Context: an optimization exercise on an open-source flow, tuned for small area, a short achievable clock period and few clock cycles per item. The choices shown serve that exercise and are no tape-out recipe. Function was checked by simulation only, so behaviour that the tests miss may differ from the original.

===== design/flow/config.mk =====
export PLATFORM = sky130hd
export DESIGN_NAME = seq_operator_unit
export DESIGN_NICKNAME = seq_operator_unit
export VERILOG_FILES = /design/flow/design.v
export SDC_FILE = /design/flow/constraint.sdc
export NUM_CORES = 4
export LEC_CHECK = 0
export CAP_MARGIN = 20
export CORE_MARGIN = 2
export CORE_UTILIZATION = 40
export SLEW_MARGIN = 20

===== design/flow/constraint.sdc =====
create_clock -name core_clock -period 9.5 [get_ports {clk}]
set_input_delay 1.9000 -clock core_clock [delete_from_list [all_inputs] [get_ports {clk}]]
set_output_delay 1.9000 -clock core_clock [all_outputs]
set_load 0.01 [all_outputs]

===== design/flow/design.v =====
package seq_operator_pkg;
    localparam int MAX_WIDTH = 128;
    localparam int IDX_W     = $clog2(MAX_WIDTH);
    localparam logic [MAX_WIDTH-1:0] MAX_ONE  = {{(MAX_WIDTH-1){1'b0}}, 1'b1};
    localparam logic [MAX_WIDTH-1:0] MAX_ZERO = {MAX_WIDTH{1'b0}};
    localparam logic [MAX_WIDTH-1:0] MAX_ONES = {MAX_WIDTH{1'b1}};
    typedef enum logic [3:0] {
        OP_ADD  = 4'd0,
        OP_SUB  = 4'd1,
        OP_MUL  = 4'd2,
        OP_DIV  = 4'd3,
        OP_MOD  = 4'd4,
        OP_AND  = 4'd5,
        OP_OR   = 4'd6,
        OP_XOR  = 4'd7,
        OP_XNOR = 4'd8,
        OP_SHL  = 4'd9,
        OP_SHR  = 4'd10,
        OP_ASHR = 4'd11,
        OP_RAND = 4'd12,
        OP_ROR  = 4'd13,
        OP_RXOR = 4'd14,
        OP_LT   = 4'd15
    } op_e;
    typedef enum logic [1:0] {
        ST_IDLE   = 2'd0,
        ST_DIVIDE = 2'd1,
        ST_FIXUP  = 2'd2,
        ST_DONE   = 2'd3
    } state_e;
    function automatic logic [seq_operator_pkg::MAX_WIDTH-1:0] eval_op(
        input op_e                  op,
        input logic                 sgn,
        input logic [seq_operator_pkg::MAX_WIDTH-1:0] a,
        input logic [seq_operator_pkg::MAX_WIDTH-1:0] b,
        input int unsigned          width
    );
        logic [seq_operator_pkg::MAX_WIDTH-1:0] mask;
        logic [seq_operator_pkg::MAX_WIDTH-1:0] res;
        logic [seq_operator_pkg::IDX_W-1:0]     msb_idx;
        logic                 a_msb;
        logic                 b_msb;
        logic                 fill;
        logic                 lt;
        logic                 big_shift;
        msb_idx = seq_operator_pkg::IDX_W'(width - 32'd1);
        if (width >= seq_operator_pkg::MAX_WIDTH) begin
            mask = seq_operator_pkg::MAX_ONES;
        end else begin
            mask = (seq_operator_pkg::MAX_ONE << width) - seq_operator_pkg::MAX_ONE;
        end
        a_msb     = a[msb_idx];
        b_msb     = b[msb_idx];
        fill      = sgn & a_msb;
        big_shift = (b >= seq_operator_pkg::MAX_WIDTH'(width));
        if (sgn && (a_msb != b_msb)) begin
            lt = a_msb;
        end else begin
            lt = (a < b);
        end
        case (op)
            seq_operator_pkg::OP_ADD:  res = a + b;
            seq_operator_pkg::OP_SUB:  res = a - b;
            seq_operator_pkg::OP_MUL:  res = a * b;
            seq_operator_pkg::OP_AND:  res = a & b;
            seq_operator_pkg::OP_OR:   res = a | b;
            seq_operator_pkg::OP_XOR:  res = a ^ b;
            seq_operator_pkg::OP_XNOR: res = ~(a ^ b);
            seq_operator_pkg::OP_SHL:  res = big_shift ? seq_operator_pkg::MAX_ZERO : (a << b);
            seq_operator_pkg::OP_SHR:  res = big_shift ? seq_operator_pkg::MAX_ZERO : (a >> b);
            seq_operator_pkg::OP_ASHR: begin
                if (big_shift) begin
                    res = fill ? mask : seq_operator_pkg::MAX_ZERO;
                end else begin
                    res = (a >> b) | (fill ? (mask & ~(mask >> b)) : seq_operator_pkg::MAX_ZERO);
                end
            end
            seq_operator_pkg::OP_RAND: res = {{(seq_operator_pkg::MAX_WIDTH-1){1'b0}}, (a == mask)};
            seq_operator_pkg::OP_ROR:  res = {{(seq_operator_pkg::MAX_WIDTH-1){1'b0}}, (a != seq_operator_pkg::MAX_ZERO)};
            seq_operator_pkg::OP_RXOR: res = {{(seq_operator_pkg::MAX_WIDTH-1){1'b0}}, ^a};
            seq_operator_pkg::OP_LT:   res = {{(seq_operator_pkg::MAX_WIDTH-1){1'b0}}, lt};
            default: res = seq_operator_pkg::MAX_ZERO;
        endcase
        eval_op = res & mask;
    endfunction
endpackage
module serial_divider #(
    parameter int WIDTH = 32
) (
    input  logic             clk,
    input  logic             rst,
    input  logic             i_start,
    input  logic [WIDTH-1:0] i_dividend,
    input  logic [WIDTH-1:0] i_divisor,
    output logic             o_last,
    output logic [WIDTH-1:0] o_quotient,
    output logic [WIDTH-1:0] o_remainder
);
    localparam int CW = (WIDTH > 2) ? $clog2(WIDTH) : 1;
    logic             r_busy;
    logic [CW-1:0]    r_cnt;
    logic [WIDTH-1:0] r_quo;
    logic [WIDTH-1:0] r_rem;
    logic [WIDTH-1:0] r_dvs;
    logic [WIDTH:0]   w_shift;
    logic [WIDTH:0]   w_diff;
    logic             w_fits;
    assign w_shift = {r_rem, r_quo[WIDTH-1]};
    assign w_diff  = w_shift - {1'b0, r_dvs};
    assign w_fits  = ~w_diff[WIDTH];
    always_ff @(posedge clk or posedge rst) begin
        if (rst) begin
            r_busy <= 1'b0;
            r_cnt  <= {CW{1'b0}};
            r_quo  <= {WIDTH{1'b0}};
            r_rem  <= {WIDTH{1'b0}};
            r_dvs  <= {WIDTH{1'b0}};
        end else if (i_start) begin
            r_busy <= 1'b1;
            r_cnt  <= CW'(WIDTH - 1);
            r_quo  <= i_dividend;
            r_rem  <= {WIDTH{1'b0}};
            r_dvs  <= i_divisor;
        end else if (r_busy) begin
            r_quo  <= {r_quo[WIDTH-2:0], w_fits};
            r_rem  <= w_fits ? w_diff[WIDTH-1:0] : w_shift[WIDTH-1:0];
            r_cnt  <= r_cnt - {{(CW-1){1'b0}}, 1'b1};
            r_busy <= (r_cnt != {CW{1'b0}});
        end else begin
            r_busy <= r_busy;
        end
    end
    assign o_last      = r_busy & (r_cnt == {CW{1'b0}});
    assign o_quotient  = r_quo;
    assign o_remainder = r_rem;
endmodule
module seq_operator_unit #(
    parameter int WIDTH = 32
) (
    input  logic             clk,
    input  logic             rst,
    input  logic             in_valid,
    output logic             in_ready,
    input  logic [3:0]       op,
    input  logic             is_signed,
    input  logic [WIDTH-1:0] a,
    input  logic [WIDTH-1:0] b,
    output logic             out_valid,
    input  logic             out_ready,
    output logic [WIDTH-1:0] result,
    output logic             div_by_zero
);
    localparam logic [WIDTH-1:0] ONE_W  = {{(WIDTH-1){1'b0}}, 1'b1};
    localparam logic [WIDTH-1:0] ZERO_W = {WIDTH{1'b0}};
    localparam logic [WIDTH-1:0] ONES_W = {WIDTH{1'b1}};
    seq_operator_pkg::state_e           r_state;
    seq_operator_pkg::state_e           w_next_state;
    seq_operator_pkg::op_e              r_op;
    logic             r_signed;
    logic [WIDTH-1:0] r_a;
    logic [WIDTH-1:0] r_b;
    logic             r_neg_q;
    logic             r_neg_r;
    logic [WIDTH-1:0] r_result;
    logic             r_dbz;
    logic             w_accept;
    logic             w_is_div_in;
    logic             w_div_start;
    logic             w_a_neg;
    logic             w_b_neg;
    logic [WIDTH-1:0] w_a_mag;
    logic [WIDTH-1:0] w_b_mag;
    logic             w_div_last;
    logic [WIDTH-1:0] w_div_quo;
    logic [WIDTH-1:0] w_div_rem;
    logic [WIDTH-1:0] w_eval;
    logic [WIDTH-1:0] w_fix_result;
    logic             w_fix_dbz;
    assign w_accept    = in_valid & (r_state == seq_operator_pkg::ST_IDLE);
    assign w_is_div_in = (op == seq_operator_pkg::OP_DIV) | (op == seq_operator_pkg::OP_MOD);
    assign w_div_start = w_accept & w_is_div_in & (b != ZERO_W);
    assign w_a_neg = is_signed & a[WIDTH-1];
    assign w_b_neg = is_signed & b[WIDTH-1];
    assign w_a_mag = w_a_neg ? ((~a) + ONE_W) : a;
    assign w_b_mag = w_b_neg ? ((~b) + ONE_W) : b;
    serial_divider #(
        .WIDTH (WIDTH)
    ) u_divider (
        .clk         (clk),
        .rst         (rst),
        .i_start     (w_div_start),
        .i_dividend  (w_a_mag),
        .i_divisor   (w_b_mag),
        .o_last      (w_div_last),
        .o_quotient  (w_div_quo),
        .o_remainder (w_div_rem)
    );
    assign w_eval = WIDTH'(seq_operator_pkg::eval_op(r_op, r_signed, seq_operator_pkg::MAX_WIDTH'(r_a), seq_operator_pkg::MAX_WIDTH'(r_b), WIDTH));
    always_comb begin
        w_fix_result = ZERO_W;
        w_fix_dbz    = 1'b0;
        if ((r_op == seq_operator_pkg::OP_DIV) || (r_op == seq_operator_pkg::OP_MOD)) begin
            if (r_b == ZERO_W) begin
                w_fix_dbz    = 1'b1;
                w_fix_result = (r_op == seq_operator_pkg::OP_DIV) ? ONES_W : r_a;
            end else if (r_op == seq_operator_pkg::OP_DIV) begin
                w_fix_result = r_neg_q ? ((~w_div_quo) + ONE_W) : w_div_quo;
            end else begin
                w_fix_result = r_neg_r ? ((~w_div_rem) + ONE_W) : w_div_rem;
            end
        end else begin
            w_fix_result = w_eval;
        end
    end
    always_comb begin
        w_next_state = r_state;
        case (r_state)
            seq_operator_pkg::ST_IDLE: begin
                if (w_div_start) begin
                    w_next_state = seq_operator_pkg::ST_DIVIDE;
                end else if (w_accept) begin
                    w_next_state = seq_operator_pkg::ST_FIXUP;
                end else begin
                    w_next_state = seq_operator_pkg::ST_IDLE;
                end
            end
            seq_operator_pkg::ST_DIVIDE: begin
                if (w_div_last) begin
                    w_next_state = seq_operator_pkg::ST_FIXUP;
                end else begin
                    w_next_state = seq_operator_pkg::ST_DIVIDE;
                end
            end
            seq_operator_pkg::ST_FIXUP: w_next_state = seq_operator_pkg::ST_DONE;
            seq_operator_pkg::ST_DONE: begin
                if (out_ready) begin
                    w_next_state = seq_operator_pkg::ST_IDLE;
                end else begin
                    w_next_state = seq_operator_pkg::ST_DONE;
                end
            end
            default: w_next_state = seq_operator_pkg::ST_IDLE;
        endcase
    end
    always_ff @(posedge clk or posedge rst) begin
        if (rst) begin
            r_state <= seq_operator_pkg::ST_IDLE;
        end else begin
            r_state <= w_next_state;
        end
    end
    always_ff @(posedge clk or posedge rst) begin
        if (rst) begin
            r_op     <= seq_operator_pkg::OP_ADD;
            r_signed <= 1'b0;
            r_a      <= ZERO_W;
            r_b      <= ZERO_W;
            r_neg_q  <= 1'b0;
            r_neg_r  <= 1'b0;
        end else if (w_accept) begin
            r_op     <= seq_operator_pkg::op_e'(op);
            r_signed <= is_signed;
            r_a      <= a;
            r_b      <= b;
            r_neg_q  <= w_a_neg ^ w_b_neg;
            r_neg_r  <= w_a_neg;
        end else begin
            r_op     <= r_op;
        end
    end
    always_ff @(posedge clk or posedge rst) begin
        if (rst) begin
            r_result <= ZERO_W;
            r_dbz    <= 1'b0;
        end else if (r_state == seq_operator_pkg::ST_FIXUP) begin
            r_result <= w_fix_result;
            r_dbz    <= w_fix_dbz;
        end else begin
            r_result <= r_result;
        end
    end
    assign in_ready    = (r_state == seq_operator_pkg::ST_IDLE);
    assign out_valid   = (r_state == seq_operator_pkg::ST_DONE);
    assign result      = r_result;
    assign div_by_zero = r_dbz;
endmodule

===== design/flow/run.sh =====
#!/bin/bash
# synth_recipe.tcl (not shown) runs the flow's synth.tcl, then flattens the netlist and writes it again
# the make line also repeats each setting of config.mk as NAME=value (left out here)
make -C /OpenROAD-flow-scripts/flow DESIGN_CONFIG=/design/flow/config.mk WORK_HOME=/design/flow/orfs CLKGATE_MAP_FILE= SYNTH_SCRIPT=/design/flow/synth_recipe.tcl finish

==> impl_results.md <==
- Status: complete, no violations
- Non-filler cells in the finished layout: 6,029
- Chip width: 311 microns
- Fin crit period: 8360 ps
- Clock Tree Buf Depth: 3
- Sequential cell area: 5220 sq um
- H-tree levels: 1
- Max incr delay on CP: 780 ps
- Met3 Use GR: 8.12%
- Die height: 311 microns
- Placed Cells: 5,975
- Die Area: 96,600 sq um
- Initial core utilization: 40.4%
- Antenna Nets Post-Route: 0
- Layout filler cell count: 9,610
- GRT busiest layer: met2
- Synth top area cells: fa_1 (22%), dfrtp_1 (14%), ha_1 (9.6%), nand2_1 (6.2%), nor2_1 (5.6%)
- Proportion of layout cells with a drive suffix above 1: 5.53%
- CTS root buf: clkbuf_16
- DP HPWL: 139,000 microns
- 1st-pass router iterations: 8
- RSZ-0062 raised after global routing: no
- Tcrit/Tclk final: 88.0%
- CTS Sinks: 208
- Clock Skews: 75.3 ps
- CTS tree: yes
- Via-per-instance ratio: 6.22
- Avg WL per Cell: 30.3 microns
- Core area: 93,300 sq um
- Total Wirelength: 182,000 microns
- Startpoint types: flip-flop
- Setup bufs post-CTS: 0
- Total congestion overflow: 0
- Post-CTS Resized: 0
- Worst-path cell with the longest stage delay: clkinv_1
- Worst Path Max Fanout: 18
- Total GRT Usage: 37.0%
- Hold WS: 483 ps
- Worst-Margin Slew: 1320 ps
- Setup CP Type: flip-flop to flip-flop
- Placed Instance Area: 40,100 sq um
- Final Slew Violations: 0
- Hold Path Class: flip-flop to flip-flop
- Worst setup path start: r_b[11]$_DFFE_PP0P_
- Most common cell in the synthesized netlist: nand2_1
- First-pass GRT wire length: 262,000 microns
- Synth area leader: fa_1
- Largest net degree at the start of global routing: 103
- Critical Path AT: 8940 ps
- Clock transition at path regs: 70 ps
- DR DRC count: 0
- Fraction of registers with async set or reset after synthesis: 100%
- Yosys top cell area share: 21.8%
- Via count: 37,500
- Post-route cell area: 41,100 sq um
- Critical hold path startpoint: u_divider.r_dvs[29]$_DFFE_PP0P_
- Area growth, synth to finish: 9.06%
- Gpl congestion: 1.06
- Top Ports: 108
- Cells after Synth: 4,800
- Slew Limit Headroom: 11.0%
- F_max: 120 MHz
- Synth warn: 2
- Clk Latency, worst-skew pair: 650 ps
- M2 GR Usage: 55.9%
- # rows: 112
- M1 GR Usage: 47.9%
- Vias in the first global route: 36,200
- Fin nets: 5,524
- Synth cell count leaders: nand2_1 (618), nor2_1 (565), inv_1 (519)
- Final Hold Fails: 0
- Most frequent CP cell: fa_1
- FF-to-FF Start: r_b[11]$_DFFE_PP0P_
- #FFs+latches synth: 208
- Crit. End Element: flip-flop
- Multi-input combinational cell area: 29,300 sq um
- Critical-path cell list: clkinv_1, nor2_1, fa_1, fa_1, fa_1, inv_1, fa_1, inv_1, fa_1, ha_1, fa_1, fa_1, ha_1, a211oi_1, nand2_1, nor4bb_1, nor2_1, a221oi_1, o211ai_1, a41oi_1, xnor2_1, nand2_1, a31oi_1
- Total CTS buffers: 28
- Synth Cell Area: 37,700 sq um
- Post-synth EDFFs: 0
- Sequential fraction of the synthesis area: 13.8%
- Yosys cell types: 96
- Post-synth net total: 5,572
- Setup violators final: 0
- Initial antenna violation count: 9
- Max-cap violations: 0
- WP data required: 10,080 ps
- Post-route setup TNS: 0 ps
- Most used DFF post-synth: dfrtp_1
- Hold_buf cts: 0
- Syn Area/Cell: 7.85 sq um
- First DRT Iteration DRCs: 4,697
- Port-buffer cells: 107
==> layout by cell type (no fill, tap or decap), types with 14 or more instances in the layout <==
| cell type | n |
|---|---|
| a2111oi_0 | 19 |
| a211oi_1 | 60 |
| a21o_1 | 31 |
| a21oi_1 | 267 |
| a221o_1 | 14 |
| a221oi_1 | 18 |
| a22oi_1 | 18 |
| a31oi_1 | 54 |
| and2_1 | 24 |
| and3_1 | 15 |
| buf_4 | 117 |
| clkbuf_16 | 28 |
| clkdlybuf4s50_1 | 107 |
| clkinv_1 | 17 |
| dfrtp_1 | 202 |
| fa_1 | 411 |
| ha_1 | 288 |
| inv_1 | 517 |
| mux2i_1 | 84 |
| nand2_1 | 616 |
| nand2b_1 | 25 |
| nand3_1 | 56 |
| nand4_1 | 25 |
| nor2_1 | 563 |
| nor2b_1 | 25 |
| nor3_1 | 64 |
| nor4_1 | 20 |
| o2111ai_1 | 18 |
| o211ai_1 | 30 |
| o21a_1 | 25 |
| o21ai_0 | 357 |
| o21bai_1 | 23 |
| o221ai_1 | 25 |
| o22ai_1 | 44 |
| o31ai_1 | 49 |
| or2_2 | 16 |
| or3_1 | 16 |
| or4_1 | 15 |
| xnor2_1 | 157 |
| xor2_1 | 101 |
==> cell families (layout without fill, tap and decap cells) <==
kind of cell    Yosys count  after routing  synth area share (%)
xor+xnor                259            259                  6.07
mux                     108            108                  3.31
compound gates         1157           1157                  19.4
simple gates           1529           1529                  17.4
other cells               0              3                     0
buf+inv                 840            812                  8.55
flops                   208            208                  13.8
fa+ha+maj               699            699                  31.4
==> metal layers <==
layer  vias to the layer above  wire (microns)
li1                      16000               -
met3                       602           18800
met5                         -              79
met4                         6           14400
met2                      2274           78600
met1                     18600           70600
==> cell type report <==
| class | count | share of cell area, % |
|---|---|---|
| multi-input combinational | 3752 | 71.3 |
| sequential | 208 | 12.7 |
| inverter | 537 | 4.93 |
| timing repair buffer | 225 | 4.76 |
| tap | 1254 | 3.82 |
| clock buffer | 37 | 1.96 |
| clock inverter | 13 | 0.463 |
| antenna | 3 | 0.0183 |
==> final timing paths <==
kind	to	slack, ps	depth (start not counted)
min in group asynchronous	u_divider.r_cnt[3]$_DFFE_PP0P_	1720	2
min	u_divider.r_dvs[29]$_DFFE_PP0P_	480	2
max in group asynchronous	u_divider.r_busy$_DFF_PP0_	6270	3
max reg2reg	r_result[31]$_DFFE_PP0P_	1140	23
min reg2reg	u_divider.r_dvs[29]$_DFFE_PP0P_	480	2
max	r_result[31]$_DFFE_PP0P_	1140	23
==> sequential cells by signal, indices dropped and copies added, names as in the netlist <==
name              count
r_dbz                 1
u_divider.r_rem      32
r_result             32
u_divider.r_dvs      32
r_b                  32
u_divider.r_quo      32
u_divider.r_cnt       5
u_divider.r_busy      1
r_op                  4
r_neg_q               1
r_signed              1
r_neg_r               1
r_a                  32
r_state               2
==> worst max-delay path, delay by kind of cell, from the launching register on <==
kind                     cells  cell delay (ps)
AO/OA/AOI/OAI                5             1530
AND/OR/NAND/NOR              5             1250
adder cells (fa/ha/maj)      9             3890
XOR/XNOR                     1              190
buffers and inverters        3              880
flip-flops                   1              570
==> metrics by stage <==
stage	worst slack [ps]	util, %
4_1_cts	1360	44.0
3_5_place_dp	1380	42.9
3_3_place_gp	1370	42.9
2_1_floorplan	1560	-
5_1_grt	863	44.0
6_report	1140	44.0
Testbench counts, summed over its fixed seeds: cycles 20,672, items 3,200.

[afterwards: timing with drivers on the ports]
The results above use ideal ports. As a check the final layout listed here was re-extracted and re-timed, cells and wires unchanged. Step 1, drivers: a clkbuf_16 drives clk and a buf_2 each remaining input, both assumed. Step 2 times the ports against the registers' clock, not the clock port: input delays grow and output delays shrink by t, the midpoint of the rising clock arrivals with the driver on. Three values: no drivers, after step 1, after step 2; two values: the first two.
shift t [ns]: 0.680
setup slack, ns: 1.137 / 1.137 / 1.137
pins driven straight from the clock port: 1
After both steps this run still meets setup and hold. The setup slack of this run moves by 0.000 ns with the drivers and by 0.000 ns with both steps.
